Source: an optimization exercise on an open RTL-to-GDS flow (aim: small area and a short achievable clock period). Production flows keep margins and buffers that such runs may drop.
No functional check of the RTL was part of any run shown here.
Power is estimated from default activity; no workload was simulated.

[design/flow/config.mk]
export PLATFORM = sky130hd
export DESIGN_NAME = cpu_top
export DESIGN_NICKNAME = cpu_top
export VERILOG_FILES = /design/flow/design.v
export SDC_FILE = /design/flow/constraint.sdc
export NUM_CORES = 8
export LEC_CHECK = 0
export CAP_MARGIN = 20
export CORE_MARGIN = 2
export CORE_UTILIZATION = 60
export GPL_ROUTABILITY_DRIVEN = 0
export PLACE_DENSITY = 0.7
export SETUP_SLACK_MARGIN = 5
export SLEW_MARGIN = 20
export SYNTH_HIERARCHICAL = 1
export SYNTH_MEMORY_MAX_BITS = 16384
export SYNTH_MINIMUM_KEEP_SIZE = 0
[design/flow/constraint.sdc]
create_clock -name core_clock -period 16.0 [get_ports {i_clk}]
set_input_delay 3.2000 -clock core_clock [delete_from_list [all_inputs] [get_ports {i_clk}]]
set_output_delay 3.2000 -clock core_clock [all_outputs]
set_load 0.01 [all_outputs]
[design/flow/design.v]
`timescale 1ns/1ns
`default_nettype none
package cpu_pkg;
	typedef logic [32-1:0]    word_t;
	typedef logic [32-1:0]    instr_t;
	typedef logic [5-1:0]  reg_idx_t;
	typedef logic [12-1:0]    pc_t;
	typedef logic [17-1:0]   imm_t;
	typedef logic [27-1:0] status_t;
	typedef logic [6-1:0] dmem_addr_t;
	typedef enum logic [4:0] {
		OP_ARITH = 5'd0,
		OP_J     = 5'd1,
		OP_BNE   = 5'd2,
		OP_JAL   = 5'd3,
		OP_JR    = 5'd4,
		OP_ADDI  = 5'd5,
		OP_BLT   = 5'd6,
		OP_SW    = 5'd7,
		OP_LW    = 5'd8,
		OP_SETX  = 5'd21
	} opcode_e;
	typedef enum logic [4:0] {
		ALU_ADD = 5'd0,
		ALU_SUB = 5'd1,
		ALU_AND = 5'd2,
		ALU_OR  = 5'd3,
		ALU_SLL = 5'd4,
		ALU_SRA = 5'd5
	} alu_op_e;
	typedef enum logic [1:0] {
		WB_ALU,
		WB_MEM,
		WB_LINK
	} wb_sel_e;
endpackage
`default_nettype wire
`timescale 1ns/1ns
`default_nettype none
module br_cmp (
	input  cpu_pkg::word_t i_a,
	input  cpu_pkg::word_t i_b,
	output logic           o_ne,
	output logic           o_lt
);
	logic [31:0] l0, e0;
	logic [15:0] l1, e1;
	logic [7:0]  l2, e2;
	logic [3:0]  l3, e3;
	logic [1:0]  l4, e4;
	logic        l5;
	rf_andn lt31_i (.a(i_b[31]), .b(i_a[31]), .y(l0[31]));
	rf_xnor2 eq31_i (.a(i_a[31]), .b(i_b[31]), .y(e0[31]));
	for (genvar i = 0; i < 31; i++) begin : g_bit
		rf_andn lt_i (.a(i_a[i]), .b(i_b[i]), .y(l0[i]));
		rf_xnor2 eq_i (.a(i_a[i]), .b(i_b[i]), .y(e0[i]));
	end
	for (genvar i = 0; i < 16; i++) begin : g_m1
		rf_ao21 l_i (.a(l0[2*i+1]), .b(e0[2*i+1]), .c(l0[2*i]), .y(l1[i]));
		rf_and2 e_i (.a(e0[2*i+1]), .b(e0[2*i]), .y(e1[i]));
	end
	for (genvar i = 0; i < 8; i++) begin : g_m2
		rf_ao21 l_i (.a(l1[2*i+1]), .b(e1[2*i+1]), .c(l1[2*i]), .y(l2[i]));
		rf_and2 e_i (.a(e1[2*i+1]), .b(e1[2*i]), .y(e2[i]));
	end
	for (genvar i = 0; i < 4; i++) begin : g_m3
		rf_ao21 l_i (.a(l2[2*i+1]), .b(e2[2*i+1]), .c(l2[2*i]), .y(l3[i]));
		rf_and2 e_i (.a(e2[2*i+1]), .b(e2[2*i]), .y(e3[i]));
	end
	for (genvar i = 0; i < 2; i++) begin : g_m4
		rf_ao21 l_i (.a(l3[2*i+1]), .b(e3[2*i+1]), .c(l3[2*i]), .y(l4[i]));
		rf_and2 e_i (.a(e3[2*i+1]), .b(e3[2*i]), .y(e4[i]));
	end
	rf_ao21 l5_i (.a(l4[1]), .b(e4[1]), .c(l4[0]), .y(l5));
	rf_nand2 ne_i (.a(e4[1]), .b(e4[0]), .y(o_ne));
	assign o_lt = l5;
endmodule
module add32 (
	input  cpu_pkg::word_t i_a,
	input  cpu_pkg::word_t i_b,
	input  logic           i_cin,
	output cpu_pkg::word_t o_sum
);
	logic [31:0] p0;
	logic [31:0] g [0:5];
	logic [31:0] t [0:5];
	logic [31:0] c;
	for (genvar i = 0; i < 32; i++) begin : g_pg
		rf_xor2 p_i (.a(i_a[i]), .b(i_b[i]), .y(p0[i]));
		if (i == 0) begin : g_cin
			logic g00;
			rf_and2 g_i (.a(i_a[0]), .b(i_b[0]), .y(g00));
			rf_ao21 c_i (.a(g00), .b(p0[0]), .c(i_cin), .y(g[0][0]));
		end else begin : g_gen
			rf_and2 g_i (.a(i_a[i]), .b(i_b[i]), .y(g[0][i]));
		end
	end
	assign t[0] = p0;
	for (genvar l = 0; l < 5; l++) begin : g_lvl
		for (genvar i = 0; i < 32; i++) begin : g_bit
			if (((i >> l) & 1) == 1) begin : g_join
				localparam int J = ((i >> l) << l) - 1;
				rf_ao21 g_i (.a(g[l][i]), .b(t[l][i]), .c(g[l][J]), .y(g[l+1][i]));
				rf_and2 t_i (.a(t[l][i]), .b(t[l][J]), .y(t[l+1][i]));
			end else begin : g_pass
				assign g[l+1][i] = g[l][i];
				assign t[l+1][i] = t[l][i];
			end
		end
	end
	assign c[0] = i_cin;
	for (genvar i = 1; i < 32; i++) begin : g_c
		assign c[i] = g[5][i-1];
	end
	for (genvar i = 0; i < 32; i++) begin : g_sum
		rf_xor2 s_i (.a(p0[i]), .b(c[i]), .y(o_sum[i]));
	end
endmodule
module alu (
	input  cpu_pkg::word_t i_a,
	input  cpu_pkg::word_t i_b,
	input  cpu_pkg::word_t i_imm,
	input  logic           i_is_r,
	input  logic           i_use_imm,
	input  logic           i_sub,
	input  logic [4:0]     i_funct,
	input  logic [4:0]     i_shamt,
	output cpu_pkg::word_t o_result,
	output logic           o_ovf
);
	cpu_pkg::word_t op_b;
	cpu_pkg::word_t op_bx;
	cpu_pkg::word_t sum;
	cpu_pkg::word_t sh_in;
	cpu_pkg::word_t sh_out;
	cpu_pkg::word_t sh_rev;
	logic           sh_left;
	logic           sh_fill;
	assign op_b  = i_use_imm ? i_imm : i_b;
	assign op_bx = op_b ^ {32{i_sub}};
	add32 add_i (.i_a(i_a), .i_b(op_bx), .i_cin(i_sub), .o_sum(sum));
	assign o_ovf = (i_a[32-1] == op_bx[32-1]) && (sum[32-1] != i_a[32-1]);
	assign sh_left = ~i_funct[0];
	assign sh_fill = i_funct[0] & i_a[32-1];
	always_comb begin
		for (int i = 0; i < 32; i++) sh_in[i] = sh_left ? i_a[32-1-i] : i_a[i];
	end
	assign sh_out = $signed({sh_fill, sh_in}) >>> i_shamt;
	always_comb begin
		for (int i = 0; i < 32; i++) sh_rev[i] = sh_out[32-1-i];
	end
	always_comb begin
		case (i_funct)
			5'd0, 5'd1: o_result = sum;
			5'd2:       o_result = i_a & i_b;
			5'd3:       o_result = i_a | i_b;
			5'd4:       o_result = sh_rev;
			5'd5:       o_result = sh_out;
			default:    o_result = '0;
		endcase
		if (!i_is_r) o_result = sum;
	end
endmodule
`default_nettype wire
`timescale 1ns/1ns
`default_nettype none
module instr_decoder (
	input  cpu_pkg::instr_t i_instr,
	output logic ctl_is_r,
	output logic ctl_is_addi,
	output logic ctl_is_sw,
	output logic ctl_is_lw,
	output logic ctl_is_j,
	output logic ctl_is_jal,
	output logic ctl_is_jr,
	output logic ctl_is_bne,
	output logic ctl_is_blt,
	output logic ctl_is_setx,
	output logic ctl_b_is_rt,
	output logic ctl_b_is_rd,
	output logic ctl_reg_we,
	output logic ctl_ovf_chk
);
	logic [4:0] op;
	logic [4:0] funct;
	assign op    = i_instr[31:27];
	assign funct = i_instr[6:2];
	assign ctl_is_r    = (op == 5'd0);
	assign ctl_is_j    = (op == 5'd1);
	assign ctl_is_bne  = (op == 5'd2);
	assign ctl_is_jal  = (op == 5'd3);
	assign ctl_is_jr   = (op == 5'd4);
	assign ctl_is_addi = (op == 5'd5);
	assign ctl_is_blt  = (op == 5'd6);
	assign ctl_is_sw   = (op == 5'd7);
	assign ctl_is_lw   = (op == 5'd8);
	assign ctl_is_setx = (op == 5'd21);
	rf_nor2 b_is_rt_i (.a(op[1]), .b(op[2]), .y(ctl_b_is_rt));
	rf_or2  b_is_rd_i (.a(op[1]), .b(op[2]), .y(ctl_b_is_rd));
	assign ctl_reg_we  = ctl_is_r | ctl_is_addi | ctl_is_lw | ctl_is_jal;
	assign ctl_ovf_chk = ctl_is_addi | (ctl_is_r & (funct[4:1] == 4'd0));
endmodule
`default_nettype wire
`timescale 1ns/1ns
`default_nettype none
module rf_aoi22 (input logic a1, a2, b1, b2, output logic y);
	assign y = ~((a1 & a2) | (b1 & b2));
endmodule
module rf_aoi222 (input logic a1, a2, b1, b2, c1, c2, output logic y);
	assign y = ~((a1 & a2) | (b1 & b2) | (c1 & c2));
endmodule
module rf_nand4 (input logic a, b, c, d, output logic y);
	assign y = ~(a & b & c & d);
endmodule
module rf_nor2 (input logic a, b, output logic y);
	assign y = ~(a | b);
endmodule
module rf_or2 (input logic a, b, output logic y);
	assign y = a | b;
endmodule
module rf_nand2 (input logic a, b, output logic y);
	assign y = ~(a & b);
endmodule
module rf_and2 (input logic a, b, output logic y);
	assign y = a & b;
endmodule
module rf_xor2 (input logic a, b, output logic y);
	assign y = a ^ b;
endmodule
module rf_xnor2 (input logic a, b, output logic y);
	assign y = ~(a ^ b);
endmodule
module rf_andn (input logic a, b, output logic y);
	assign y = a & ~b;
endmodule
module rf_ao21 (input logic a, b, c, output logic y);
	assign y = a | (b & c);
endmodule
module rf_nand3 (input logic a, b, c, output logic y);
	assign y = ~(a & b & c);
endmodule
module rf_nor3 (input logic a, b, c, output logic y);
	assign y = ~(a | b | c);
endmodule
module rf_mux2 (input logic s, a, b, output logic y);
	assign y = s ? b : a;
endmodule
module rf_predec2 (input logic [1:0] i_a, output logic [3:0] o_n);
	always_comb begin
		for (int j = 0; j < 4; j++) o_n[j] = ~(i_a == j);
	end
endmodule
module rf_predec2h (input logic [1:0] i_a, output logic [3:0] o);
	always_comb begin
		for (int j = 0; j < 4; j++) o[j] = (i_a == j);
	end
endmodule
module rf_predec3h (input logic [2:0] i_a, output logic [7:0] o);
	always_comb begin
		for (int j = 0; j < 8; j++) o[j] = (i_a == j);
	end
endmodule
module rf_predec3 (input logic [2:0] i_a, output logic [7:0] o_n);
	always_comb begin
		for (int j = 0; j < 8; j++) o_n[j] = ~(i_a == j);
	end
endmodule
module rf_wb_hit (
	input  cpu_pkg::reg_idx_t i_idx,
	input  cpu_pkg::reg_idx_t i_wb_idx,
	input  logic              i_wb_v,
	input  logic              i_wb_load,
	output logic              o_hit_load,
	output logic              o_hit_val
);
	logic hit;
	assign hit        = i_wb_v && (i_idx == i_wb_idx);
	assign o_hit_load = hit && i_wb_load;
	assign o_hit_val  = hit && !i_wb_load;
endmodule
module rf_select (
	input  cpu_pkg::reg_idx_t i_idx,
	input  logic [31:1]       i_valid_n,
	input  cpu_pkg::reg_idx_t i_wb_idx,
	input  logic              i_wb_v,
	input  logic              i_wb_load,
	output logic [31:1]       o_sel,
	output logic [31:1]       o_sel2,
	output logic              o_hit_load,
	output logic              o_hit_val,
	output logic              o_hit_load2,
	output logic              o_hit_val2
);
	logic [3:0] lo_n;
	logic [7:0] hi_n;
	rf_predec2 lo_i (.i_a(i_idx[1:0]), .o_n(lo_n));
	rf_predec3 hi_i (.i_a(i_idx[4:2]), .o_n(hi_n));
	for (genvar i = 1; i < 32; i++) begin : g_sel
		rf_nor3 u (.a(lo_n[i % 4]), .b(hi_n[i / 4]), .c(i_valid_n[i]), .y(o_sel[i]));
		rf_nor3 u2 (.a(lo_n[i % 4]), .b(hi_n[i / 4]), .c(i_valid_n[i]), .y(o_sel2[i]));
	end
	rf_wb_hit hit_i (
		.i_idx(i_idx), .i_wb_idx(i_wb_idx), .i_wb_v(i_wb_v), .i_wb_load(i_wb_load),
		.o_hit_load(o_hit_load), .o_hit_val(o_hit_val)
	);
	rf_wb_hit hit2_i (
		.i_idx(i_idx), .i_wb_idx(i_wb_idx), .i_wb_v(i_wb_v), .i_wb_load(i_wb_load),
		.o_hit_load(o_hit_load2), .o_hit_val(o_hit_val2)
	);
endmodule
module rf_select2 (
	input  cpu_pkg::reg_idx_t i_idx0,
	input  cpu_pkg::reg_idx_t i_idx1,
	input  logic              i_pick,
	input  logic              i_pick_n,
	input  logic [31:1]       i_valid_n,
	input  cpu_pkg::reg_idx_t i_wb_idx,
	input  logic              i_wb_v,
	input  logic              i_wb_load,
	output logic [31:1]       o_sel,
	output logic [31:1]       o_sel2,
	output logic              o_hit_load,
	output logic              o_hit_val,
	output logic              o_hit_load2,
	output logic              o_hit_val2
);
	logic [3:0] lo0, lo1, lo_n;
	logic [7:0] hi0, hi1, hi_n;
	logic       hl0, hl1, hv0, hv1;
	rf_predec2h lo0_i (.i_a(i_idx0[1:0]), .o(lo0));
	rf_predec3h hi0_i (.i_a(i_idx0[4:2]), .o(hi0));
	rf_predec2h lo1_i (.i_a(i_idx1[1:0]), .o(lo1));
	rf_predec3h hi1_i (.i_a(i_idx1[4:2]), .o(hi1));
	for (genvar j = 0; j < 4; j++) begin : g_lo
		rf_aoi22 u (.a1(i_pick), .a2(lo1[j]), .b1(i_pick_n), .b2(lo0[j]), .y(lo_n[j]));
	end
	for (genvar j = 0; j < 8; j++) begin : g_hi
		rf_aoi22 u (.a1(i_pick), .a2(hi1[j]), .b1(i_pick_n), .b2(hi0[j]), .y(hi_n[j]));
	end
	for (genvar i = 1; i < 32; i++) begin : g_sel
		rf_nor3 u (.a(lo_n[i % 4]), .b(hi_n[i / 4]), .c(i_valid_n[i]), .y(o_sel[i]));
		rf_nor3 u2 (.a(lo_n[i % 4]), .b(hi_n[i / 4]), .c(i_valid_n[i]), .y(o_sel2[i]));
	end
	rf_wb_hit hit0_i (
		.i_idx(i_idx0), .i_wb_idx(i_wb_idx), .i_wb_v(i_wb_v), .i_wb_load(i_wb_load),
		.o_hit_load(hl0), .o_hit_val(hv0)
	);
	rf_wb_hit hit1_i (
		.i_idx(i_idx1), .i_wb_idx(i_wb_idx), .i_wb_v(i_wb_v), .i_wb_load(i_wb_load),
		.o_hit_load(hl1), .o_hit_val(hv1)
	);
	rf_mux2 hl_i (.s(i_pick_n), .a(hl1), .b(hl0), .y(o_hit_load));
	rf_mux2 hv_i (.s(i_pick_n), .a(hv1), .b(hv0), .y(o_hit_val));
	rf_mux2 hl2_i (.s(i_pick_n), .a(hl1), .b(hl0), .y(o_hit_load2));
	rf_mux2 hv2_i (.s(i_pick_n), .a(hv1), .b(hv0), .y(o_hit_val2));
endmodule
module rf_read_bit (
	input  logic [31:1] i_sel,
	input  logic [31:1] i_d,
	input  logic        i_hit_load,
	input  logic        i_mem,
	input  logic        i_hit_val,
	input  logic        i_val,
	output logic        o_q,
	output logic        o_q2,
	output logic        o_q3
);
	logic [15:0] l1;
	logic [3:0]  l2;
	logic [1:0]  l3;
	logic        wb_n;
	for (genvar g = 0; g < 15; g++) begin : g_l1
		rf_aoi22 u (.a1(i_sel[2*g+1]), .a2(i_d[2*g+1]), .b1(i_sel[2*g+2]), .b2(i_d[2*g+2]), .y(l1[g]));
	end
	rf_nand2 l1_last (.a(i_sel[31]), .b(i_d[31]), .y(l1[15]));
	for (genvar g = 0; g < 4; g++) begin : g_l2
		rf_nand4 u (.a(l1[4*g]), .b(l1[4*g+1]), .c(l1[4*g+2]), .d(l1[4*g+3]), .y(l2[g]));
	end
	for (genvar g = 0; g < 2; g++) begin : g_l3
		rf_nor2 u (.a(l2[2*g]), .b(l2[2*g+1]), .y(l3[g]));
	end
	rf_aoi22 wb (.a1(i_hit_load), .a2(i_mem), .b1(i_hit_val), .b2(i_val), .y(wb_n));
	rf_nand3 l4 (.a(l3[0]), .b(l3[1]), .c(wb_n), .y(o_q));
	rf_nand3 l4b (.a(l3[0]), .b(l3[1]), .c(wb_n), .y(o_q2));
	rf_nand3 l4c (.a(l3[0]), .b(l3[1]), .c(wb_n), .y(o_q3));
endmodule
module rf_read (
	input  logic [31:1]          i_sel,
	input  logic [31:1]          i_sel2,
	input  logic [31:1][31:0]    i_regs,
	input  logic                 i_hit_load,
	input  logic                 i_hit_load2,
	input  cpu_pkg::word_t       i_mem,
	input  logic                 i_hit_val,
	input  logic                 i_hit_val2,
	input  cpu_pkg::word_t       i_val,
	output cpu_pkg::word_t       o_data,
	output cpu_pkg::word_t       o_data2,
	output cpu_pkg::word_t       o_data3
);
	for (genvar b = 0; b < 32; b++) begin : g_bit
		logic [31:1] d;
		always_comb begin
			for (int i = 1; i < 32; i++) d[i] = i_regs[i][b];
		end
		rf_read_bit u (
			.i_sel(b < 16 ? i_sel : i_sel2), .i_d(d),
			.i_hit_load(b < 16 ? i_hit_load : i_hit_load2), .i_mem(i_mem[b]),
			.i_hit_val(b < 16 ? i_hit_val : i_hit_val2), .i_val(i_val[b]), .o_q(o_data[b]), .o_q2(o_data2[b]), .o_q3(o_data3[b])
		);
	end
endmodule
module reg_file (
	input  logic              i_clk,
	input  logic              i_rst_n,
	input  cpu_pkg::reg_idx_t i_ra_idx,
	input  cpu_pkg::reg_idx_t i_rb_idx0,
	input  cpu_pkg::reg_idx_t i_rb_idx1,
	input  logic              i_rb_pick,
	input  logic              i_rb_pick_n,
	input  cpu_pkg::reg_idx_t i_wr_idx,
	input  logic              i_we,
	input  logic              i_load,
	input  cpu_pkg::word_t    i_wdata,
	input  cpu_pkg::word_t    i_mem_rdata,
	output cpu_pkg::word_t    o_rdata_a,
	output cpu_pkg::word_t    o_rdata_a2,
	output cpu_pkg::word_t    o_rdata_b,
	output cpu_pkg::word_t    o_rdata_b2,
	output cpu_pkg::word_t    o_rdata_b3
);
	localparam int N = 2**5;
	logic [N-1:1][31:0] regs;
	logic [N-1:1]   valid_q;
	logic [N-1:1]   wsel;
	logic [N-1:1]   rvalid_n;
	logic [N-1:1]   rsel_a, rsel_a2;
	logic [N-1:1]   rsel_b, rsel_b2;
	logic           hit_load_a, hit_val_a, hit_load_b, hit_val_b;
	logic           hit_load_a2, hit_val_a2, hit_load_b2, hit_val_b2;
	logic              wb_v_q;
	logic              wb_load_q;
	cpu_pkg::reg_idx_t wb_idx_q;
	cpu_pkg::word_t    wb_val_q;
	cpu_pkg::word_t    wb_data;
	always_ff @(posedge i_clk or negedge i_rst_n) begin
		if (!i_rst_n) begin
			wb_v_q <= 1'b0;
		end else begin
			wb_v_q <= i_we && (i_wr_idx != '0);
		end
	end
	always_ff @(posedge i_clk) begin
		wb_load_q <= i_load;
		wb_idx_q  <= i_wr_idx;
		wb_val_q  <= i_wdata;
	end
	assign wb_data     = wb_load_q ? i_mem_rdata : wb_val_q;
	always_comb begin
		for (int i = 1; i < N; i++) begin
			wsel[i]     = wb_v_q && (wb_idx_q == i);
			rvalid_n[i] = !(valid_q[i] && !wsel[i]);
		end
	end
	always_ff @(posedge i_clk or negedge i_rst_n) begin
		if (!i_rst_n) begin
			valid_q <= '0;
		end else begin
			valid_q <= valid_q | wsel;
		end
	end
	for (genvar i = 1; i < N; i++) begin : g_reg
		always_ff @(posedge i_clk) begin
			if (wsel[i]) regs[i] <= wb_data;
		end
	end
	rf_select sel_a_i (
		.i_idx(i_ra_idx), .i_valid_n(rvalid_n), .i_wb_idx(wb_idx_q), .i_wb_v(wb_v_q),
		.i_wb_load(wb_load_q), .o_sel(rsel_a), .o_sel2(rsel_a2),
		.o_hit_load(hit_load_a), .o_hit_val(hit_val_a), .o_hit_load2(hit_load_a2), .o_hit_val2(hit_val_a2)
	);
	rf_select2 sel_b_i (
		.i_idx0(i_rb_idx0), .i_idx1(i_rb_idx1), .i_pick(i_rb_pick), .i_pick_n(i_rb_pick_n),
		.i_valid_n(rvalid_n), .i_wb_idx(wb_idx_q), .i_wb_v(wb_v_q),
		.i_wb_load(wb_load_q), .o_sel(rsel_b), .o_sel2(rsel_b2),
		.o_hit_load(hit_load_b), .o_hit_val(hit_val_b), .o_hit_load2(hit_load_b2), .o_hit_val2(hit_val_b2)
	);
	rf_read read_a_i (
		.i_sel(rsel_a), .i_sel2(rsel_a2), .i_regs(regs),
		.i_hit_load(hit_load_a), .i_hit_load2(hit_load_a2), .i_mem(i_mem_rdata),
		.i_hit_val(hit_val_a), .i_hit_val2(hit_val_a2), .i_val(wb_val_q), .o_data(o_rdata_a), .o_data2(o_rdata_a2), .o_data3()
	);
	rf_read read_b_i (
		.i_sel(rsel_b), .i_sel2(rsel_b2), .i_regs(regs),
		.i_hit_load(hit_load_b), .i_hit_load2(hit_load_b2), .i_mem(i_mem_rdata),
		.i_hit_val(hit_val_b), .i_hit_val2(hit_val_b2), .i_val(wb_val_q), .o_data(o_rdata_b), .o_data2(o_rdata_b2), .o_data3(o_rdata_b3)
	);
endmodule
`default_nettype wire
`timescale 1ns/1ns
`default_nettype none
module pc_unit (
	input  logic           i_clk,
	input  logic           i_rst_n,
	input  cpu_pkg::instr_t i_instr,
	input  logic           i_is_j,
	input  logic           i_is_jr,
	input  logic           i_is_bne,
	input  logic           i_is_blt,
	input  logic           i_ne,
	input  logic           i_lt,
	input  cpu_pkg::word_t i_jr_addr,
	output cpu_pkg::pc_t   o_pc,
	output cpu_pkg::pc_t   o_pc_plus_one
);
	cpu_pkg::pc_t pc_q;
	cpu_pkg::pc_t pc_next;
	cpu_pkg::pc_t pc_branch;
	logic         taken;
	assign o_pc_plus_one = pc_q + 1'b1;
	assign pc_branch     = o_pc_plus_one + i_instr[12-1:0];
	assign taken = (i_is_bne && i_ne) || (i_is_blt && i_lt);
	always_comb begin
		if (i_is_jr) begin
			pc_next = i_jr_addr[12-1:0];
		end else if (i_is_j) begin
			pc_next = i_instr[12-1:0];
		end else if (taken) begin
			pc_next = pc_branch;
		end else begin
			pc_next = o_pc_plus_one;
		end
	end
	always_ff @(posedge i_clk or negedge i_rst_n) begin
		if (!i_rst_n) begin
			pc_q <= '0;
		end else begin
			pc_q <= pc_next;
		end
	end
	assign o_pc = pc_q;
endmodule
`default_nettype wire
`timescale 1ns/1ns
`default_nettype none
module dm_select (
	input  cpu_pkg::dmem_addr_t i_base,
	input  cpu_pkg::dmem_addr_t i_offset,
	output logic [2**6-1:0] o_sel
);
	always_comb begin
		for (int k = 0; k < 2**6; k++) begin
			logic m;
			logic c;
			m = 1'b1;
			for (int i = 0; i < 6; i++) begin
				if (i == 0) c = 1'b0;
				else c = (i_base[i-1] == i_offset[i-1]) ? i_base[i-1] : ~k[i-1];
				m = m & ((i_base[i] ^ i_offset[i] ^ c) == k[i]);
			end
			o_sel[k] = m;
		end
	end
endmodule
module dm_read_bit (
	input  logic [63:0] i_sel,
	input  logic [63:0] i_d,
	output logic        o_q
);
	logic [21:0] l1;
	logic [5:0]  l2;
	logic [2:0]  l3;
	for (genvar g = 0; g < 21; g++) begin : g_l1
		rf_aoi222 u (
			.a1(i_sel[3*g]), .a2(i_d[3*g]), .b1(i_sel[3*g+1]), .b2(i_d[3*g+1]),
			.c1(i_sel[3*g+2]), .c2(i_d[3*g+2]), .y(l1[g])
		);
	end
	rf_nand2 l1_last (.a(i_sel[63]), .b(i_d[63]), .y(l1[21]));
	for (genvar g = 0; g < 5; g++) begin : g_l2
		rf_nand4 u (.a(l1[4*g]), .b(l1[4*g+1]), .c(l1[4*g+2]), .d(l1[4*g+3]), .y(l2[g]));
	end
	rf_nand2 l2_last (.a(l1[20]), .b(l1[21]), .y(l2[5]));
	for (genvar g = 0; g < 3; g++) begin : g_l3
		rf_nor2 u (.a(l2[2*g]), .b(l2[2*g+1]), .y(l3[g]));
	end
	rf_nand3 l4 (.a(l3[0]), .b(l3[1]), .c(l3[2]), .y(o_q));
endmodule
module dm_read (
	input  logic [2**6-1:0]       i_sel,
	input  logic [2**6-1:0][31:0] i_mem,
	output cpu_pkg::word_t               o_data
);
	for (genvar b = 0; b < 32; b++) begin : g_bit
		logic [63:0] d;
		always_comb begin
			for (int i = 0; i < 64; i++) d[i] = i_mem[i][b];
		end
		dm_read_bit u (.i_sel(i_sel), .i_d(d), .o_q(o_data[b]));
	end
endmodule
module dm_decode (
	input  logic [7:0]             i_lo_n,
	input  logic [7:0]             i_hi_n,
	output logic [2**6-1:0] o_sel
);
	for (genvar k = 0; k < 2**6; k++) begin : g_sel
		rf_nor2 u (.a(i_lo_n[k % 8]), .b(i_hi_n[k / 8]), .y(o_sel[k]));
	end
endmodule
module data_mem (
	input  logic                i_clk,
	input  logic                i_we,
	input  cpu_pkg::dmem_addr_t i_base,
	input  cpu_pkg::dmem_addr_t i_offset,
	input  cpu_pkg::word_t      i_wdata,
	input  cpu_pkg::dmem_addr_t i_raddr_next,
	output cpu_pkg::word_t      o_rdata
);
	localparam int N = 2**6;
	logic [N-1:0][31:0] mem;
	logic [N-1:0]       sel;
	logic [N-1:0]       rsel;
	logic [7:0]         rlo_n, rhi_n;
	logic [7:0]         rlo_n_q, rhi_n_q;
	dm_select select_i (.i_base(i_base), .i_offset(i_offset), .o_sel(sel));
	for (genvar i = 0; i < N; i++) begin : g_word
		always_ff @(posedge i_clk) begin
			if (i_we && sel[i]) mem[i] <= i_wdata;
		end
	end
	rf_predec3 rlo_i (.i_a(i_raddr_next[2:0]), .o_n(rlo_n));
	rf_predec3 rhi_i (.i_a(i_raddr_next[5:3]), .o_n(rhi_n));
	always_ff @(posedge i_clk) begin
		rlo_n_q <= rlo_n;
		rhi_n_q <= rhi_n;
	end
	dm_decode decode_i (.i_lo_n(rlo_n_q), .i_hi_n(rhi_n_q), .o_sel(rsel));
	dm_read read_i (.i_sel(rsel), .i_mem(mem), .o_data(o_rdata));
endmodule
`default_nettype wire
`timescale 1ns/1ns
`default_nettype none
module addr_add (
	input  cpu_pkg::dmem_addr_t i_a,
	input  cpu_pkg::dmem_addr_t i_b,
	output cpu_pkg::dmem_addr_t o_sum
);
	logic [5:0] g, p;
	logic       c2, c3, t3;
	logic       s4_0, s4_1, c5_0, c5_1, s5_0, s5_1;
	for (genvar i = 0; i < 6; i++) begin : g_pg
		rf_and2 g_i (.a(i_a[i]), .b(i_b[i]), .y(g[i]));
		rf_xor2 p_i (.a(i_a[i]), .b(i_b[i]), .y(p[i]));
	end
	rf_or2 t3_i (.a(i_a[3]), .b(i_b[3]), .y(t3));
	assign o_sum[0] = p[0];
	rf_xor2 s1_i (.a(p[1]), .b(g[0]), .y(o_sum[1]));
	rf_ao21 c2_i (.a(g[1]), .b(p[1]), .c(g[0]), .y(c2));
	rf_xor2 s2_i (.a(p[2]), .b(c2), .y(o_sum[2]));
	rf_ao21 c3_i (.a(g[2]), .b(p[2]), .c(c2), .y(c3));
	rf_xor2 s3_i (.a(p[3]), .b(c3), .y(o_sum[3]));
	rf_xor2 s4_0_i (.a(p[4]), .b(g[3]), .y(s4_0));
	rf_xor2 s4_1_i (.a(p[4]), .b(t3), .y(s4_1));
	rf_ao21 c5_0_i (.a(g[4]), .b(p[4]), .c(g[3]), .y(c5_0));
	rf_ao21 c5_1_i (.a(g[4]), .b(p[4]), .c(t3), .y(c5_1));
	rf_xor2 s5_0_i (.a(p[5]), .b(c5_0), .y(s5_0));
	rf_xor2 s5_1_i (.a(p[5]), .b(c5_1), .y(s5_1));
	rf_mux2 s4_i (.s(c3), .a(s4_0), .b(s4_1), .y(o_sum[4]));
	rf_mux2 s5_i (.s(c3), .a(s5_0), .b(s5_1), .y(o_sum[5]));
endmodule
module cpu_top (
	input  logic                i_clk,
	input  logic                i_rst_n,
	input  cpu_pkg::instr_t     i_instr,
	output cpu_pkg::pc_t        o_pc,
	output logic                o_dmem_we,
	output cpu_pkg::dmem_addr_t o_dmem_addr,
	output cpu_pkg::word_t      o_dmem_wdata,
	output cpu_pkg::status_t    o_status
);
	logic is_r, is_addi, is_sw, is_lw, is_j, is_jal, is_jr, is_bne, is_blt, is_setx;
	logic b_is_rt, b_is_rd, reg_we, ovf_chk;
	cpu_pkg::reg_idx_t rd;
	cpu_pkg::reg_idx_t rs;
	cpu_pkg::reg_idx_t rt;
	cpu_pkg::word_t    imm;
	cpu_pkg::word_t rdata_a;
	cpu_pkg::word_t rdata_a2;
	cpu_pkg::word_t rdata_b2;
	cpu_pkg::word_t rdata_b3;
	cpu_pkg::word_t rdata_b;
	cpu_pkg::word_t alu_result;
	cpu_pkg::word_t mem_rdata;
	cpu_pkg::word_t wb_data;
	cpu_pkg::pc_t   pc_plus_one;
	cpu_pkg::dmem_addr_t mem_addr;
	cpu_pkg::status_t status_q;
	logic alu_ovf, alu_ne, alu_lt;
	assign rd  = i_instr[26:22];
	assign rs  = i_instr[21:17];
	assign rt  = i_instr[16:12];
	assign imm = {{(32-17){i_instr[17-1]}}, i_instr[17-1:0]};
	instr_decoder decoder_i (
		.i_instr     (i_instr),
		.ctl_is_r    (is_r),
		.ctl_is_addi (is_addi),
		.ctl_is_sw   (is_sw),
		.ctl_is_lw   (is_lw),
		.ctl_is_j    (is_j),
		.ctl_is_jal  (is_jal),
		.ctl_is_jr   (is_jr),
		.ctl_is_bne  (is_bne),
		.ctl_is_blt  (is_blt),
		.ctl_is_setx (is_setx),
		.ctl_b_is_rt (b_is_rt),
		.ctl_b_is_rd (b_is_rd),
		.ctl_reg_we  (reg_we),
		.ctl_ovf_chk (ovf_chk)
	);
	reg_file reg_file_i (
		.i_clk     (i_clk),
		.i_rst_n   (i_rst_n),
		.i_ra_idx  (rs),
		.i_rb_idx0 (rt),
		.i_rb_idx1 (rd),
		.i_rb_pick (b_is_rd),
		.i_rb_pick_n (b_is_rt),
		.i_wr_idx  (is_jal ? 5'd31 : rd),
		.i_we      (reg_we),
		.i_load    (is_lw),
		.i_wdata   (wb_data),
		.i_mem_rdata (mem_rdata),
		.o_rdata_a (rdata_a),
		.o_rdata_a2 (rdata_a2),
		.o_rdata_b (rdata_b),
		.o_rdata_b2 (rdata_b2),
		.o_rdata_b3 (rdata_b3)
	);
	alu alu_i (
		.i_a      (rdata_a),
		.i_b      (rdata_b),
		.i_imm    (imm),
		.i_is_r   (is_r),
		.i_use_imm (i_instr[27] | i_instr[30]),
		.i_sub    (is_r & (i_instr[6:2] == 5'd1)),
		.i_funct  (i_instr[6:2]),
		.i_shamt  (i_instr[11:7]),
		.o_result (alu_result),
		.o_ovf    (alu_ovf)
	);
	br_cmp br_cmp_i (.i_a(rdata_a), .i_b(rdata_b), .o_ne(alu_ne), .o_lt(alu_lt));
	addr_add addr_add_i (.i_a(rdata_a2[6-1:0]), .i_b(imm[6-1:0]), .o_sum(mem_addr));
	data_mem data_mem_i (
		.i_clk   (i_clk),
		.i_we    (is_sw & i_rst_n),
		.i_base  (rdata_a[6-1:0]),
		.i_offset (imm[6-1:0]),
		.i_wdata (rdata_b3),
		.i_raddr_next (alu_result[6-1:0]),
		.o_rdata (mem_rdata)
	);
	assign wb_data = is_jal ? {{(32-12){1'b0}}, pc_plus_one} : alu_result;
	pc_unit pc_unit_i (
		.i_clk         (i_clk),
		.i_rst_n       (i_rst_n),
		.i_instr       (i_instr),
		.i_is_j        (is_j | is_jal),
		.i_is_jr       (is_jr),
		.i_is_bne      (is_bne),
		.i_is_blt      (is_blt),
		.i_ne          (alu_ne),
		.i_lt          (alu_lt),
		.i_jr_addr     (rdata_b),
		.o_pc          (o_pc),
		.o_pc_plus_one (pc_plus_one)
	);
	always_ff @(posedge i_clk or negedge i_rst_n) begin
		if (!i_rst_n) begin
			status_q <= '0;
		end else if (is_setx) begin
			status_q <= i_instr[27-1:0];
		end else if (ovf_chk) begin
			status_q <= {{(27-1){1'b0}}, alu_ovf};
		end
	end
	assign o_status     = status_q;
	assign o_dmem_addr  = mem_addr;
	assign o_dmem_wdata = rdata_b2;
	assign o_dmem_we    = is_sw & i_rst_n;
endmodule
`default_nettype wire
[design/flow/flow/run.sh]
#!/bin/bash
# The standard layout with these changes: synthesis sees a strong driver
# and a light load on each module port, so it leaves cells at their smallest
# size; resizing may change a cell's footprint; port buffers are buf_4; timing
# repair aims at a larger setup margin; the clock tree uses clkbuf_8 without
# dummy loads.
set -euo pipefail
bash standard.sh \
  ABC_LOAD_IN_FF=1 \
  ABC_DRIVER_CELL=sky130_fd_sc_hd__buf_4 \
  MATCH_CELL_FOOTPRINT=0 \
  SETUP_SLACK_MARGIN=7 \
  TNS_END_PERCENT=20 \
  BUFFER_PORTS_ARGS="-buffer_cell sky130_fd_sc_hd__buf_4" \
  CTS_ARGS="-sink_clustering_enable -repair_clock_nets -dont_use_dummy_load -buf_list sky130_fd_sc_hd__clkbuf_8 -sink_clustering_size 16 -sink_clustering_max_diameter 70" \
  finish > make.log 2>&1
[design/flow/standard.sh]
#!/bin/bash
# synth_recipe.tcl (not shown) runs the flow's synth.tcl, then flattens the netlist and writes it again
# the make line also repeats each setting of config.mk as NAME=value (left out here)
make -C /OpenROAD-flow-scripts/flow DESIGN_CONFIG=/design/flow/config.mk WORK_HOME=/design/flow/orfs CLKGATE_MAP_FILE= SYNTH_SCRIPT=/design/flow/synth_recipe.tcl "${@:-finish}"
==> results.txt, run 1 <==
r2r endpoint reg_file_i.wb_val_q[2]; sw frac 27.8%; R2R Path Start reg_file_i.wb_idx_q[0]; layout net count 8480; CP max stage cell mux2_4; Net Sw Power 4.35 mW; reg2reg path depth 15; Site Rows 168; grt ovf 0; # H-tree levels 4; Setup Crit Path Kind in -> out; combinational power share 15.7%; full die area 215000 um^2; pwr dens 111 nW/um^2; DRT Wirelength 434 mm; Max VDD drop 0.0959 mV; drc violations 0; gr usage total 39.1%; Clock power frac 23.3%; Post-Syn Area 127000 um^2; most common cell after layout, fill and taps aside edfxtp_1; IO buf count 111; fin crit share 57.3%; Max-slew headroom 15.2%; # fillers 14000; Worst Clk Skew 0.168 ns; Hold Path Class reg -> reg; part of the power in registers 61.0%; I/O pins 112; Bufs on Longest Clock Path 3; Tmin final 9.16 ns; arrival time worst endpoint 5.96 ns; top layer in use met5; Syn. warnings 23; first-pass GRT wire length 599 mm; post-DR vias/cell 7.80; CP Launch Point i_instr[17]; leakage power 46.2 nW; share of cells above drive strength 1 17.0%; slowest stage delay, CP 0.32 ns; count of final hold-check violations 0; CTS buffer count 222; layout overhead on the synthesized area 10.8%; TritonCTS clock tree built; met3 wire len 62.5 mm; DRT iter0 DRCs 18500; Die H 464 um; clock tree sinks 3165; First-pass DRT Iterations 14; Design Power 15.6 mW; Syn Area/Cell 16.5 um^2; RSZ-0062 raised after global routing true; Layout Utilization 67.1%; crit path launch type primary input; status complete, no violations; r2r setup slk 7.61 ns; CP Depth 15; root buf cell clkbuf_8; most frequent cells in the layout edfxtp_1, a22oi_1, a222oi_1; core outline area 210000 um^2; kind of cell adding the most delay to the critical path simple AND/OR/NAND/NOR gates; max_cap viols 0; CP max FO 10; worst-skew pair later-pin latency 1.10 ns; Syn Inst Count 7709; critical path required time 12.80 ns; P_int 11.3 mW; dpl hpwl 258 mm; initial core utilization 60.5%; Reg clk slew, reported paths 0.07 ns; Crit. End Element output pin; vias 87600; syn_nets 7769; worst path cell trace buf_6 > nand2b_4 > buf_12 > nor3_2 > buf_6 > buf_12 > a22oi_1 > nand4_1 > nor2_2 > nand3_2 > or2_4 > a21o_1 > xor2_1 > mux2_4 > buf_4; Final Max Tran Viols 0; Die W 464 um; largest net degree at the start of global routing 66; number of global-route vias before repair 82400; worst-margin pin slew 1.27 ns; # setup viols final 0; Wirelength per Cell 38.6 um; Antenna Nets Post-Route 0; CP bufs+invs 5; initial antenna violation count 27; metal2 WL 195 mm; Fmax 109 MHz; crit path capture o_dmem_addr[5]; wl on met1 141 mm; setup TNS 0 ns
worst min-delay path by stage:
| stage | from | cells after the start | to |
|---|---|---|---|
| after floorplan | reg_file_i.valid_q[10] | 1 | reg_file_i.valid_q[10] |
| after global placement | reg_file_i.valid_q[2] | 1 | reg_file_i.valid_q[2] |
| after detailed placement | reg_file_i.valid_q[10] | 1 | reg_file_i.valid_q[10] |
| after CTS | reg_file_i.valid_q[30] | 1 | reg_file_i.valid_q[30] |
| after global routing | reg_file_i.valid_q[2] | 1 | reg_file_i.valid_q[2] |
| final | reg_file_i.valid_q[31] | 1 | reg_file_i.valid_q[31] |
what timing repair did:
| action | in CTS | in global routing |
|---|---|---|
| hold buffers | 0 | 0 |
| endpoints found under the setup margin | 38 | 37 |
| resized for setup | 119 | 153 |
| cloned | 0 | 7 |
| buffers inserted | 45 | 106 |
| pin swaps | 9 | 73 |
worst register-to-register path: cells and delay by family (launching register included):
family,cells,cell delay [ns]
buf+inv,1,0.26
mux,3,1.74
simple gates,6,2.47
flops,1,0.74
compound gates,5,3.07
routing by layer:
metal | track usage [%] | vias up
met5 | 0 | -
met4 | 25.0 | 24
met1 | 49.7 | 42900
li1 | - | 34700
met3 | 10.6 | 1794
met2 | 59.9 | 8108
layout make-up:
type	count	area, um^2	area share (%)
inverters	38	143	0.101
diodes	9	22.5	0.0160
repair buffers	587	4950	3.52
clock buffers	222	3060	2.17
flip-flops and latches	3165	94200	66.9
multi-input cells	4406	35000	24.8
well taps	2805	3510	2.49
state kept, by name, summed over array words and instances (netlist names):
signal,cells
reg_file_i.wb_load_q,1
reg_file_i.wb_idx_q,5
reg_file_i.wb_val_q,32
data_mem_i.rhi_n_q,8
reg_file_i.valid_q,31
pc_unit_i.pc_q,12
data_mem_i.mem,2048
reg_file_i.wb_v_q,1
data_mem_i.rlo_n_q,8
status_q,27
reg_file_i.regs,992
power by group through the flow:
| stage | sequential [mW] | clock (mW) | combinational (mW) |
|---|---|---|---|
| 2_1_floorplan | 9.69 | 0 | 1.11 |
| 3_3_place_gp | 9.72 | 0 | 2.22 |
| 3_5_place_dp | 9.72 | 0 | 2.27 |
| 4_1_cts | 9.53 | 3.63 | 2.29 |
| 5_1_grt | 9.55 | 3.90 | 2.49 |
| 6_report | 9.54 | 3.65 | 2.46 |
metrics by stage:
step	hold slack, ns	instance area, um^2	worst slack [ns]	instances
floorplan	0.436	127000	7.03	7709
global placement	0.451	135000	6.14	10800
detailed placement	0.455	135000	6.05	10800
CTS	0.475	139000	6.83	11100
global route	0.498	141000	6.84	11200
finish	0.478	141000	6.84	11200
==> run 2, diff against run 1 <==
--- a/design/flow/design.v
+++ b/design/flow/design.v
@@ -544,23 +544,4 @@
 `timescale 1ns/1ns
 `default_nettype none
-module dm_select (
-	input  cpu_pkg::dmem_addr_t i_base,
-	input  cpu_pkg::dmem_addr_t i_offset,
-	output logic [2**6-1:0] o_sel
-);
-	always_comb begin
-		for (int k = 0; k < 2**6; k++) begin
-			logic m;
-			logic c;
-			m = 1'b1;
-			for (int i = 0; i < 6; i++) begin
-				if (i == 0) c = 1'b0;
-				else c = (i_base[i-1] == i_offset[i-1]) ? i_base[i-1] : ~k[i-1];
-				m = m & ((i_base[i] ^ i_offset[i] ^ c) == k[i]);
-			end
-			o_sel[k] = m;
-		end
-	end
-endmodule
 module dm_read_bit (
 	input  logic [63:0] i_sel,
@@ -612,24 +593,24 @@
 	input  logic                i_clk,
 	input  logic                i_we,
-	input  cpu_pkg::dmem_addr_t i_base,
-	input  cpu_pkg::dmem_addr_t i_offset,
 	input  cpu_pkg::word_t      i_wdata,
-	input  cpu_pkg::dmem_addr_t i_raddr_next,
+	input  cpu_pkg::dmem_addr_t i_addr,
 	output cpu_pkg::word_t      o_rdata
 );
 	localparam int N = 2**6;
 	logic [N-1:0][31:0] mem;
-	logic [N-1:0]       sel;
+	logic [N-1:0]       wsel;
+	logic               we_n;
 	logic [N-1:0]       rsel;
 	logic [7:0]         rlo_n, rhi_n;
 	logic [7:0]         rlo_n_q, rhi_n_q;
-	dm_select select_i (.i_base(i_base), .i_offset(i_offset), .o_sel(sel));
+	rf_predec3 rlo_i (.i_a(i_addr[2:0]), .o_n(rlo_n));
+	rf_predec3 rhi_i (.i_a(i_addr[5:3]), .o_n(rhi_n));
+	assign we_n = ~i_we;
 	for (genvar i = 0; i < N; i++) begin : g_word
+		rf_nor3 wsel_i (.a(rlo_n[i % 8]), .b(rhi_n[i / 8]), .c(we_n), .y(wsel[i]));
 		always_ff @(posedge i_clk) begin
-			if (i_we && sel[i]) mem[i] <= i_wdata;
+			if (wsel[i]) mem[i] <= i_wdata;
 		end
 	end
-	rf_predec3 rlo_i (.i_a(i_raddr_next[2:0]), .o_n(rlo_n));
-	rf_predec3 rhi_i (.i_a(i_raddr_next[5:3]), .o_n(rhi_n));
 	always_ff @(posedge i_clk) begin
 		rlo_n_q <= rlo_n;
@@ -755,8 +736,6 @@
 		.i_clk   (i_clk),
 		.i_we    (is_sw & i_rst_n),
-		.i_base  (rdata_a[6-1:0]),
-		.i_offset (imm[6-1:0]),
 		.i_wdata (rdata_b3),
-		.i_raddr_next (alu_result[6-1:0]),
+		.i_addr  (alu_result[6-1:0]),
 		.o_rdata (mem_rdata)
 	);
==> run 2 against run 1 <==
  * Still clean on timing, DRC and antenna
  * Sequential power increased by 0.4%
  * Sequential share of layout area increased by 0.33 points
  * Die area decreased by 0.77%
  * Non-clock buffer count increased by 28
==> results.txt, run 2 <==
status complete, no violations; vias 85800 (-2.1%); crit path launch type primary input; Final Max Tran Viols 0 (unchanged); most common cell after layout, fill and taps aside edfxtp_1; Setup Crit Path Kind in -> out; max_cap viols 0 (unchanged); Die W 462 um (-0.39%); combinational power share 15.7% (about the same); Reg clk slew, reported paths 0.07 ns (about the same); Antenna Nets Post-Route 0 (unchanged); most frequent cells in the layout edfxtp_1, a22oi_1, a222oi_1; largest net degree at the start of global routing 74 (+12%); syn_nets 7620 (-1.9%); CP max FO 16 (+6); initial antenna violation count 24 (-11%); met3 wire len 75.1 mm (+20%); Fmax 107 MHz (-2.2%); pwr dens 111 nW/um^2 (+0.33%); dpl hpwl 251 mm (-2.6%); Net Sw Power 4.37 mW (+0.45%); first-pass GRT wire length 569 mm (-4.9%); Crit. End Element output pin; grt ovf 0 (unchanged); TritonCTS clock tree built; part of the power in registers 61.3% (+0.3 points); layout overhead on the synthesized area 11.1%; Syn. warnings 22 (-4.3%); sw frac 28.0% (+0.17 points); Clock power frac 22.9% (-0.4 points); P_int 11.2 mW (-0.40%); Worst Clk Skew 0.121 ns (-0.0471 ns); post-DR vias/cell 7.71 (-1.1%); Max VDD drop 0.102 mV (+6.9%); leakage power 45.7 nW (-0.98%); DRT iter0 DRCs 19900 (+7.3%); clock tree sinks 3165 (unchanged); Hold Path Class reg -> reg; number of global-route vias before repair 79800 (-3.1%); Layout Utilization 67.0% (about the same); worst-skew pair later-pin latency 1.07 ns (-0.03 ns); worst-margin pin slew 1.14 ns (-0.130 ns); Syn Inst Count 7570 (-1.8%); wl on met1 141 mm (+0.66%); count of final hold-check violations 0 (unchanged); top layer in use met5; initial core utilization 60.3% (-0.23 points); fin crit share 58.6% (+1.3 points); Die H 462 um (-0.39%); drc violations 0 (unchanged); Tmin final 9.37 ns (+0.207 ns); # setup viols final 0 (unchanged); Bufs on Longest Clock Path 3 (unchanged); Post-Syn Area 126000 um^2 (-0.78%); arrival time worst endpoint 6.17 ns (+0.21 ns); metal2 WL 172 mm (-12%); Biggest register data_mem_i.mem; Max-slew headroom 23.9% (+8.7 points); Site Rows 168 (unchanged); DRT Wirelength 409 mm (-5.8%); # H-tree levels 4 (unchanged); max FFs per register 2048 (unchanged); Syn Area/Cell 16.7 um^2 (+1.0%); First-pass DRT Iterations 22 (+8); I/O pins 112 (unchanged); core outline area 209000 um^2 (-0.40%); RSZ-0062 raised after global routing true; hold buffers post-CTS 0 (unchanged); layout net count 8362 (-1.4%); share of cells above drive strength 1 17.3% (+0.33 points); IO buf count 111 (unchanged); critical path required time 12.80 ns (about the same); CTS buffer count 219 (-1.4%); root buf cell clkbuf_8; full die area 214000 um^2 (-0.77%); gr usage total 37.1% (-2.0 points); Wirelength per Cell 36.8 um (-4.8%); setup TNS 0 ns (unchanged); Largest regs data_mem_i.mem x2048, reg_file_i.regs x992, reg_file_i.wb_val_q x32
## run 2: cell types whose count changed in the layout (fill, tap and decap cells not counted), moves of 14 or more
cell     change
and2_2      -62
nor2_1      -51
nor3_4      -14
nor3_2      +75
buf_4       +26
nand3_1     -15
## run 2: layer usage
metal  track usage, %  vias up
met5                0        -
met4             15.3       20
met3             15.7     1167
met2             52.1     7700
met1             51.1    42500
li1                 -    34400
## run 2: final timing paths
kind	start	to	slack, ns	cells past startpoint
max	i_instr[29]	o_dmem_wdata[4]	6.63	11
min	reg_file_i.valid_q[31]	reg_file_i.valid_q[31]	0.48	1
max reg2reg	reg_file_i.wb_idx_q[0]	data_mem_i.mem[1151]	7.24	18
min reg2reg	reg_file_i.valid_q[31]	reg_file_i.valid_q[31]	0.48	1
max in group asynchronous	i_rst_n	reg_file_i.valid_q[27]	12.73	2
min in group asynchronous	i_rst_n	pc_unit_i.pc_q[0]	2.20	1
## run 2: critical path, cell delays in order
cell and delay, ns:
buf_4 0.17, or2_4 0.34, a22oi_1 0.30, buf_6 0.26, nor3_2 0.07, buf_4 0.23, a22oi_1 0.22, nand4_1 0.37
nor2_4 0.42, nand3_1 0.30, buf_4 0.24
## run 2: final cells by class
class	count	area [um^2]
Sequential cell	3165	94200
Fill cell	13900	69000
Multi-Input combinational cell	4282	34100
Timing Repair Buffer	615	5200
Tap cell	2805	3510
Clock buffer	219	3010
Inverter	29	110
Antenna cell	8	20.0
## run 2: power groups by stage
| stage | combinational (mW) | clock (mW) | sequential (mW) |
|---|---|---|---|
| after CTS | 2.30 | 3.61 | 9.56 |
| after floorplan | 1.07 | 0 | 9.69 |
| after global placement | 2.21 | 0 | 9.75 |
| after detailed placement | 2.26 | 0 | 9.75 |
| final | 2.46 | 3.58 | 9.58 |
| after global routing | 2.49 | 3.87 | 9.58 |
## run 2: stage by stage
| stage | instances | hold WS [ns] | cell area, um^2 | power (mW) | setup slack (ns) |
|---|---|---|---|---|---|
| 2_1_floorplan | 7570 | 0.436 | 126000 | 10.8 | 5.77 |
| 3_3_place_gp | 10700 | 0.451 | 135000 | 12.0 | 5.37 |
| 3_5_place_dp | 10700 | 0.455 | 135000 | 12.0 | 5.44 |
| 4_1_cts | 11100 | 0.475 | 139000 | 15.5 | 6.89 |
| 5_1_grt | 11100 | 0.494 | 140000 | 15.9 | 6.69 |
| 6_report | 11100 | 0.477 | 140000 | 15.6 | 6.63 |
## run 2: timing repair
| action | in CTS | in global routing |
|---|---|---|
| gates cloned | 4 | 1 |
| gates resized for setup | 197 | 63 |
| pin swaps | 37 | 32 |
| endpoints found under the setup margin | 1368 | 1884 |
| buffers inserted | 110 | 50 |

==> re-timing with driven ports <==
The results above use ideal ports. As a check the final layouts listed here were re-extracted and re-timed, cells and wires unchanged.
Step 1 assumes that a clkbuf_16 drives the clock port and a buf_2 every other input.
Step 2 times the ports against the registers' clock, not the clock port: input delays grow and output delays shrink by t, the midpoint of the rising clock arrivals with the driver on.
Slacks: no drivers / after step 1 / after step 2; pairs: no drivers / after step 1.
run	t, ns	setup WS [ns]	worst hold slack (ns)	latest minus earliest clock arrival (ns)
run 1	1.105	6.837 / 6.783 / 6.245	0.478 / 0.478 / 0.478	0.168 / 0.168
run 2	1.089	6.630 / 6.604 / 5.599	0.477 / 0.477 / 0.477	0.121 / 0.121
After both steps setup and hold are still met in every run listed. The setup slack of run 2, which loses most, moves by -0.026 ns with the drivers and by -1.031 ns with both steps.
